Source: an optimization exercise on an open RTL-to-GDS flow (aim: small area, a short achievable clock period and few clock cycles per item). Production flows keep margins and buffers that such runs may drop. In this exercise RTL edits were held to simulation tests only and were not proved equivalent to the original. Power figures rest on the tool's default switching activity, not on a simulated workload.

==> run a <==
Design receiver_credit_rate_controller, start of the top module:
module receiver_credit_rate_controller
(
    input  logic        aclk,
    input  logic        aresetn,
    input  logic        s_valid,
    output logic        s_ready,
    input  logic [81:0] s_data,
    output logic        m_valid,
    input  logic        m_ready,
    output logic [84:0] m_data,
    input  logic        cfg_valid,
    output logic        cfg_ready,
    input  logic [1:0]  cfg_index,
    input  logic [31:0] cfg_data
);
    localparam int E_FIRST = 0;     
    localparam int E_LOSS  = 1;     
    localparam int E_INC   = 2;     
    localparam int E_ACC   = 3;     
    localparam int E_R1    = 4;     
    localparam int E_D10   = 5;     
    localparam int E_R2    = 6;     
    localparam int E_CLAMP = 7;     
    localparam int E_ITEST = 8;     
    localparam int E_ISTEP = 9;     
    localparam int E_CFG   = 10;    
    localparam int E_SWAP  = 11;    
    localparam int NST     = 12;
    logic [31:0] rtt_reg, scale_reg;
    logic [16:0] nom_reg;
    logic [32:0] thalf_reg;
    logic [31:0] ivf_reg;
    logic        cfg_pend;
    logic [31:0] expected_reg, cnum_reg, iv_reg, sent_reg, lost_reg;
    logic        sending_reg, ovw_reg;
    logic [47:0] lc_reg, lfb_reg;
    logic [33:0] rate_reg;
    logic [81:0] item_reg;
    logic        item_v;
    logic        m_valid_reg;
    logic        o_cv, o_late, o_fb;
    logic [NST-1:0] st;
    logic        idle;
    assign idle = st == '0;
    logic [4:0]  cnt;
    logic [1:0]  kidx;
    logic [1:0]  cmp_reg;    
    logic        q_prev;
    logic        pre;        
    assign cfg_ready = 1'b1;
    assign m_valid = m_valid_reg;
    assign m_data = {o_cv, cnum_reg & {32{o_cv}}, expected_reg, rate_reg[33:16], o_late, o_fb};
    logic [47:0] tick;
    logic        pv, pe;
    logic [31:0] seq;
    assign tick = item_reg[81:34];
    assign pv   = item_reg[33];
    assign seq  = item_reg[32:1];
    assign pe   = item_reg[0];
    logic go_ok, go;
    assign go_ok = idle && !cfg_pend && (!m_valid_reg || m_ready);
  ...
Settings: LEC_CHECK=0, CAP_MARGIN=20, CORE_MARGIN=2, CORE_UTILIZATION=50, SETUP_SLACK_MARGIN=5, SLEW_MARGIN=20; clock period 10.0 ns.
run.sh (not shown) runs the stock make flow with config.mk's settings and CLKGATE_MAP_FILE= SYNTH_SCRIPT=/design/flow/synth_recipe.tcl, a recipe that flattens the netlist after the stock synthesis.
==> run b (differences from run a) <==
--- a/flow/design.v
+++ b/flow/design.v
@@ -109,15 +109,15 @@
     end
     logic [33:0] er;
     logic [17:0] eh;
     logic        ex;
     logic [49:0] acc;
-    logic [35:0] v10;
+    logic [31:0] v10;
     logic [3:0]  rem10;
     assign acc   = {eh, lost_reg};
-    assign v10   = {eh[1:0], er};
-    assign rem10 = eh[5:2];
+    assign v10   = er[31:0];
+    assign rem10 = eh[3:0];
     logic [33:0] floor_q;
     assign floor_q = {nom_reg, 15'd0};
     logic        dv_sent, dv_rate, dv_floor;    
     logic [34:0] da, db;
     logic [35:0] ddiff;
@@ -137,11 +137,11 @@
     logic        acin;
     always_comb begin
         aa = '0;
         ab = '0;
         acin = 1'b0;
-        if (st[E_FIRST] || st[E_INC]) begin
+        if (idle || st[E_INC]) begin
             aa = {16'd0, 1'b0, rate_reg[33:1]};
             ab = {17'd0, thalf_reg};
         end
         if (st[E_LOSS] || st[E_ACC]) begin
             aa = {acc[48:0], 1'b0};
@@ -152,11 +152,11 @@
             ab = {16'd0, ~acc[49:16]};
             acin = acc[15:0] == 16'd0;
         end
         if (st[E_R2]) begin
             aa = {16'd0, pre ? floor_q : rate_reg};
-            ab = {14'd0, v10};
+            ab = {18'd0, v10};
         end
         asum = aa + ab + 50'(acin);
     end
     logic [1:0]  cmp_next;
     logic        lim_bit;
@@ -173,26 +173,30 @@
     function automatic logic [7:0] d10(input logic [3:0] r, input logic [3:0] n);
         logic [7:0] val;
         val = {r, n};
         d10 = {4'(val / 8'd10), 4'(val % 8'd10)};
     endfunction
-    logic [7:0] d10a, d10b, d10c;
-    assign d10a = d10(rem10, v10[35:32]);
-    assign d10b = d10(d10a[3:0], v10[31:28]);
-    assign d10c = d10(d10b[3:0], v10[27:24]);
+    logic [7:0] d10a, d10b;
+    assign d10a = d10(rem10, v10[31:28]);
+    assign d10b = d10(d10a[3:0], v10[27:24]);
     logic [33:0] er_load, er0;
     logic [4:0]  kc0;
     logic        w_big, fastk, seen1;
     assign er_load = {1'b0, scale_reg[25:0], 7'd0};
     assign w_big = scale_reg[31:26] != 6'd0;
     logic l_ge_s;
     assign l_ge_s = lost_reg >= sent_reg;
+    logic inc0;
+    assign inc0 = (sent_reg == 32'd0 && !credit) || (lost_reg == 32'd0 && !(pv && seq_gt));
+    logic        r1_low;
+    assign r1_low = dborrow;
     logic done_fb, cfg_wr, ovf;
     assign cfg_wr = cfg_valid && (cfg_index == REG_NOMINAL || cfg_index == REG_SCALE);
     always_comb begin
         done_fb = !pre && (
-            (st[E_FIRST] && sent_reg != 32'd0 && lost_reg != 32'd0 && l_ge_s)
+            (st[E_FIRST] && l_ge_s)
+            || (st[E_D10] && cnt == 5'd3 && r1_low)
             || (st[E_CLAMP] && !ovf && dborrow)
             || (st[E_ITEST] && kidx == 2'd3 && dq)
             || (st[E_ISTEP] && cnt == 5'd0));
     end
     always_ff @(posedge aclk) begin
@@ -266,39 +270,48 @@
                     if (seq_eq) expected_reg <= expected_reg + 32'd1;
                     if (seq_gt) lost_reg <= lost_new;
                 end
                 if (fb) begin
                     lfb_reg <= tick;
-                    st <= NST'(1) << E_FIRST;
+                    if (inc0) begin
+                        rate_reg <= asum[33:0];
+                        er <= fastk ? er0 : er_load;
+                        ex <= 1'b0;
+                        iv_reg <= '0;
+                        kidx <= 2'd0;
+                        cnt <= kc0;
+                        sent_reg <= '0;
+                        lost_reg <= '0;
+                        dv_rate <= 1'b1;
+                        st <= NST'(1) << (fastk ? E_ISTEP : E_ITEST);
+                    end else begin
+                        er <= (pv && seq_gt) ? lost_new : lost_reg;
+                        ex <= 1'b0;
+                        cnt <= 5'd15;
+                        cmp_reg <= 2'd0;
+                        q_prev <= 1'b0;
+                        dv_sent <= 1'b1;
+                        st <= NST'(1) << E_FIRST;
+                    end
                 end
             end
             if (st[E_FIRST]) begin
-                cnt <= 5'd15;
-                cmp_reg <= 2'd0;
-                q_prev <= 1'b0;
-                er <= lost_reg;
-                ex <= 1'b0;
+                er <= dnext;
+                q_prev <= dq;
+                cmp_reg <= cmp_next;
+                cnt <= cnt - 5'd1;
                 eh <= '0;
                 lost_reg <= '0;
                 iv_reg <= '0;
-                if (sent_reg == 32'd0 || lost_reg == 32'd0) begin
-                    rate_reg <= asum[33:0];
-                    er <= fastk ? er0 : er_load;
-                    ex <= 1'b0;
-                    kidx <= 2'd0;
-                    cnt <= kc0;
-                    sent_reg <= '0;
-                    dv_rate <= 1'b1;
-                    st <= NST'(1) << (fastk ? E_ISTEP : E_ITEST);
-                end else if (l_ge_s) begin
+                st <= NST'(1) << ((cmp_next == 2'd1) ? E_INC : E_LOSS);
+                if (cmp_next == 2'd1) dv_sent <= 1'b0;
+                if (l_ge_s) begin
                     rate_reg <= floor_q;
                     iv_reg <= ivf_reg;
                     sent_reg <= '0;
+                    dv_sent <= 1'b0;
                     st <= '0;
-                end else begin
-                    dv_sent <= 1'b1;
-                    st <= NST'(1) << E_LOSS;
                 end
             end
             if (st[E_LOSS]) begin
                 er <= dnext;
                 q_prev <= dq;
@@ -325,18 +338,30 @@
                 {eh, lost_reg} <= asum;
                 st <= NST'(1) << E_R1;
             end
             if (st[E_R1]) begin
                 rate_reg <= asum[33:0];
-                {eh[5:0], er} <= {4'd0, 2'd0, asum[33:0]};
-                cnt <= 5'd2;
+                ex <= 1'b0;
+                dv_floor <= 1'b1;
+                er <= asum[33:0];
+                eh[3:0] <= {2'd0, asum[33:32]};
+                cnt <= 5'd3;
                 st <= NST'(1) << E_D10;
             end
             if (st[E_D10]) begin
-                {eh[5:0], er} <= {d10c[3:0], v10[23:0], d10a[7:4], d10b[7:4], d10c[7:4]};
+                er[31:0] <= {v10[23:0], d10a[7:4], d10b[7:4]};
+                eh[3:0] <= d10b[3:0];
                 cnt <= cnt - 5'd1;
                 if (cnt == 5'd0) st <= NST'(1) << E_R2;
+                if (cnt == 5'd3) dv_floor <= pre;
+                if (!pre && cnt == 5'd3 && r1_low) begin
+                    rate_reg <= floor_q;
+                    iv_reg <= ivf_reg;
+                    sent_reg <= '0;
+                    lost_reg <= '0;
+                    st <= '0;
+                end
             end
             if (st[E_R2]) begin
                 if (pre) begin
                     thalf_reg <= asum[32:0];
                     seen1 <= 1'b0;
@@ -418,12 +443,13 @@
                 st <= '0;
             end
             if (st[E_CFG]) begin
                 if (!pre) ivf_reg <= iv_reg;
                 pre <= 1'b1;
-                {eh[5:0], er} <= {4'd0, 2'd0, floor_q};
-                cnt <= 5'd2;
+                er <= floor_q;
+                eh[3:0] <= {2'd0, floor_q[33:32]};
+                cnt <= 5'd3;
                 st <= NST'(1) << E_D10;
             end
             if (cfg_wr) begin
                 cfg_pend <= 1'b1;
             end
- CORE_UTILIZATION: 50 -> 45
==> run c (differences from run a) <==
--- a/flow/design.v
+++ b/flow/design.v
@@ -109,15 +109,15 @@
     end
     logic [33:0] er;
     logic [17:0] eh;
     logic        ex;
     logic [49:0] acc;
-    logic [35:0] v10;
+    logic [31:0] v10;
     logic [3:0]  rem10;
     assign acc   = {eh, lost_reg};
-    assign v10   = {eh[1:0], er};
-    assign rem10 = eh[5:2];
+    assign v10   = er[31:0];
+    assign rem10 = eh[3:0];
     logic [33:0] floor_q;
     assign floor_q = {nom_reg, 15'd0};
     logic        dv_sent, dv_rate, dv_floor;    
     logic [34:0] da, db;
     logic [35:0] ddiff;
@@ -137,11 +137,11 @@
     logic        acin;
     always_comb begin
         aa = '0;
         ab = '0;
         acin = 1'b0;
-        if (st[E_FIRST] || st[E_INC]) begin
+        if (idle || st[E_INC]) begin
             aa = {16'd0, 1'b0, rate_reg[33:1]};
             ab = {17'd0, thalf_reg};
         end
         if (st[E_LOSS] || st[E_ACC]) begin
             aa = {acc[48:0], 1'b0};
@@ -152,11 +152,11 @@
             ab = {16'd0, ~acc[49:16]};
             acin = acc[15:0] == 16'd0;
         end
         if (st[E_R2]) begin
             aa = {16'd0, pre ? floor_q : rate_reg};
-            ab = {14'd0, v10};
+            ab = {18'd0, v10};
         end
         asum = aa + ab + 50'(acin);
     end
     logic [1:0]  cmp_next;
     logic        lim_bit;
@@ -173,26 +173,30 @@
     function automatic logic [7:0] d10(input logic [3:0] r, input logic [3:0] n);
         logic [7:0] val;
         val = {r, n};
         d10 = {4'(val / 8'd10), 4'(val % 8'd10)};
     endfunction
-    logic [7:0] d10a, d10b, d10c;
-    assign d10a = d10(rem10, v10[35:32]);
-    assign d10b = d10(d10a[3:0], v10[31:28]);
-    assign d10c = d10(d10b[3:0], v10[27:24]);
+    logic [7:0] d10a, d10b;
+    assign d10a = d10(rem10, v10[31:28]);
+    assign d10b = d10(d10a[3:0], v10[27:24]);
     logic [33:0] er_load, er0;
     logic [4:0]  kc0;
     logic        w_big, fastk, seen1;
     assign er_load = {1'b0, scale_reg[25:0], 7'd0};
     assign w_big = scale_reg[31:26] != 6'd0;
     logic l_ge_s;
     assign l_ge_s = lost_reg >= sent_reg;
+    logic inc0;
+    assign inc0 = (sent_reg == 32'd0 && !credit) || (lost_reg == 32'd0 && !(pv && seq_gt));
+    logic        r1_low;
+    assign r1_low = dborrow;
     logic done_fb, cfg_wr, ovf;
     assign cfg_wr = cfg_valid && (cfg_index == REG_NOMINAL || cfg_index == REG_SCALE);
     always_comb begin
         done_fb = !pre && (
-            (st[E_FIRST] && sent_reg != 32'd0 && lost_reg != 32'd0 && l_ge_s)
+            (st[E_FIRST] && l_ge_s)
+            || (st[E_D10] && cnt == 5'd3 && r1_low)
             || (st[E_CLAMP] && !ovf && dborrow)
             || (st[E_ITEST] && kidx == 2'd3 && dq)
             || (st[E_ISTEP] && cnt == 5'd0));
     end
     always_ff @(posedge aclk) begin
@@ -266,11 +270,24 @@
                     if (seq_eq) expected_reg <= expected_reg + 32'd1;
                     if (seq_gt) lost_reg <= lost_new;
                 end
                 if (fb) begin
                     lfb_reg <= tick;
-                    st <= NST'(1) << E_FIRST;
+                    if (inc0) begin
+                        rate_reg <= asum[33:0];
+                        er <= fastk ? er0 : er_load;
+                        ex <= 1'b0;
+                        iv_reg <= '0;
+                        kidx <= 2'd0;
+                        cnt <= kc0;
+                        sent_reg <= '0;
+                        lost_reg <= '0;
+                        dv_rate <= 1'b1;
+                        st <= NST'(1) << (fastk ? E_ISTEP : E_ITEST);
+                    end else begin
+                        st <= NST'(1) << E_FIRST;
+                    end
                 end
             end
             if (st[E_FIRST]) begin
                 cnt <= 5'd15;
                 cmp_reg <= 2'd0;
@@ -278,20 +295,11 @@
                 er <= lost_reg;
                 ex <= 1'b0;
                 eh <= '0;
                 lost_reg <= '0;
                 iv_reg <= '0;
-                if (sent_reg == 32'd0 || lost_reg == 32'd0) begin
-                    rate_reg <= asum[33:0];
-                    er <= fastk ? er0 : er_load;
-                    ex <= 1'b0;
-                    kidx <= 2'd0;
-                    cnt <= kc0;
-                    sent_reg <= '0;
-                    dv_rate <= 1'b1;
-                    st <= NST'(1) << (fastk ? E_ISTEP : E_ITEST);
-                end else if (l_ge_s) begin
+                if (l_ge_s) begin
                     rate_reg <= floor_q;
                     iv_reg <= ivf_reg;
                     sent_reg <= '0;
                     st <= '0;
                 end else begin
@@ -325,18 +333,30 @@
                 {eh, lost_reg} <= asum;
                 st <= NST'(1) << E_R1;
             end
             if (st[E_R1]) begin
                 rate_reg <= asum[33:0];
-                {eh[5:0], er} <= {4'd0, 2'd0, asum[33:0]};
-                cnt <= 5'd2;
+                ex <= 1'b0;
+                dv_floor <= 1'b1;
+                er <= asum[33:0];
+                eh[3:0] <= {2'd0, asum[33:32]};
+                cnt <= 5'd3;
                 st <= NST'(1) << E_D10;
             end
             if (st[E_D10]) begin
-                {eh[5:0], er} <= {d10c[3:0], v10[23:0], d10a[7:4], d10b[7:4], d10c[7:4]};
+                er[31:0] <= {v10[23:0], d10a[7:4], d10b[7:4]};
+                eh[3:0] <= d10b[3:0];
                 cnt <= cnt - 5'd1;
                 if (cnt == 5'd0) st <= NST'(1) << E_R2;
+                if (cnt == 5'd3) dv_floor <= pre;
+                if (!pre && cnt == 5'd3 && r1_low) begin
+                    rate_reg <= floor_q;
+                    iv_reg <= ivf_reg;
+                    sent_reg <= '0;
+                    lost_reg <= '0;
+                    st <= '0;
+                end
             end
             if (st[E_R2]) begin
                 if (pre) begin
                     thalf_reg <= asum[32:0];
                     seen1 <= 1'b0;
@@ -418,12 +438,13 @@
                 st <= '0;
             end
             if (st[E_CFG]) begin
                 if (!pre) ivf_reg <= iv_reg;
                 pre <= 1'b1;
-                {eh[5:0], er} <= {4'd0, 2'd0, floor_q};
-                cnt <= 5'd2;
+                er <= floor_q;
+                eh[3:0] <= {2'd0, floor_q[33:32]};
+                cnt <= 5'd3;
                 st <= NST'(1) << E_D10;
             end
             if (cfg_wr) begin
                 cfg_pend <= 1'b1;
             end
==> comparison table <==
Outcome: run a no timing/DRC/antenna violations; run c no timing/DRC/antenna violations; run b no timing/DRC/antenna violations
Vias in the first global route: run a 47920; run c 48990; run b 47690
Setup slack after layout: run a 4625 ps; run c 4822 ps; run b 4678 ps
Post-CTS setup buffers: run a 124; run c 86; run b 83
Min-Delay Endpoint: run a ivf_reg[4]; run c lfb_reg[20]; run b lfb_reg[22]
Tapcell Cnt: run a 1276; run c 1276; run b 1414
Net switching component of the power: run a 7.167 mW; run c 9.929 mW; run b 11.63 mW
Detail Route met3 WL: run a 27610 um; run c 38900 um; run b 32070 um
Yosys top cell area share: run a 0.2088; run c 0.2081; run b 0.2069
Data required time at the worst endpoint: run a 10450 ps; run c 10470 ps; run b 10430 ps
Area grow syn2layout: run a 22.87%; run c 22.20%; run b 20.65%
Number of optimization iterations in the first detailed-route pass: run a 10; run c 15; run b 12
Clk pwr share: run a 0.199; run c 0.158; run b 0.139
Clock buf/inv share: run a 0.04543; run c 0.04497; run b 0.04647
Met2 layer usage reported by global route: run a 0.6348; run c 0.6537; run b 0.5724
Fraction of synthesized cell area in xor and xnor cells: run a 0.03664; run c 0.03328; run b 0.03734
Testbench counts of run a, summed over its fixed seeds: cycles 19,065, items 9,600.
Testbench counts of run b, summed over its fixed seeds: cycles 18,433, items 9,600.
Testbench counts of run c, summed over its fixed seeds: cycles 18,663, items 9,600.

[what the ideal ports hide]
No port has a modelled driver above. Below, the same layouts with a new extraction and two added sets of constraints. Step 1 assumes that a clkbuf_16 drives the clock port and a buf_2 every other input. Step 2 times the ports against the registers' clock, not the clock port: input delays grow and output delays shrink by t, the midpoint of the rising clock arrivals with the driver on. a / b / c = ideal ports / drivers / drivers and shift; a / b = the first two.
run | t (ns) | setup slack, ns | hold slack, ns
run a | 0.778 | 4.625 / 4.625 / 4.625 | 0.454 / 0.454 / 0.454
run b | 0.761 | 4.678 / 4.678 / 4.423 | 0.449 / 0.449 / 0.449
run c | 0.787 | 4.822 / 4.822 / 4.343 | 0.450 / 0.450 / 0.450
After both steps setup and hold are still met in every run listed. The setup slack of run c, which loses most, moves by 0.000 ns with the drivers and by -0.479 ns with both steps.
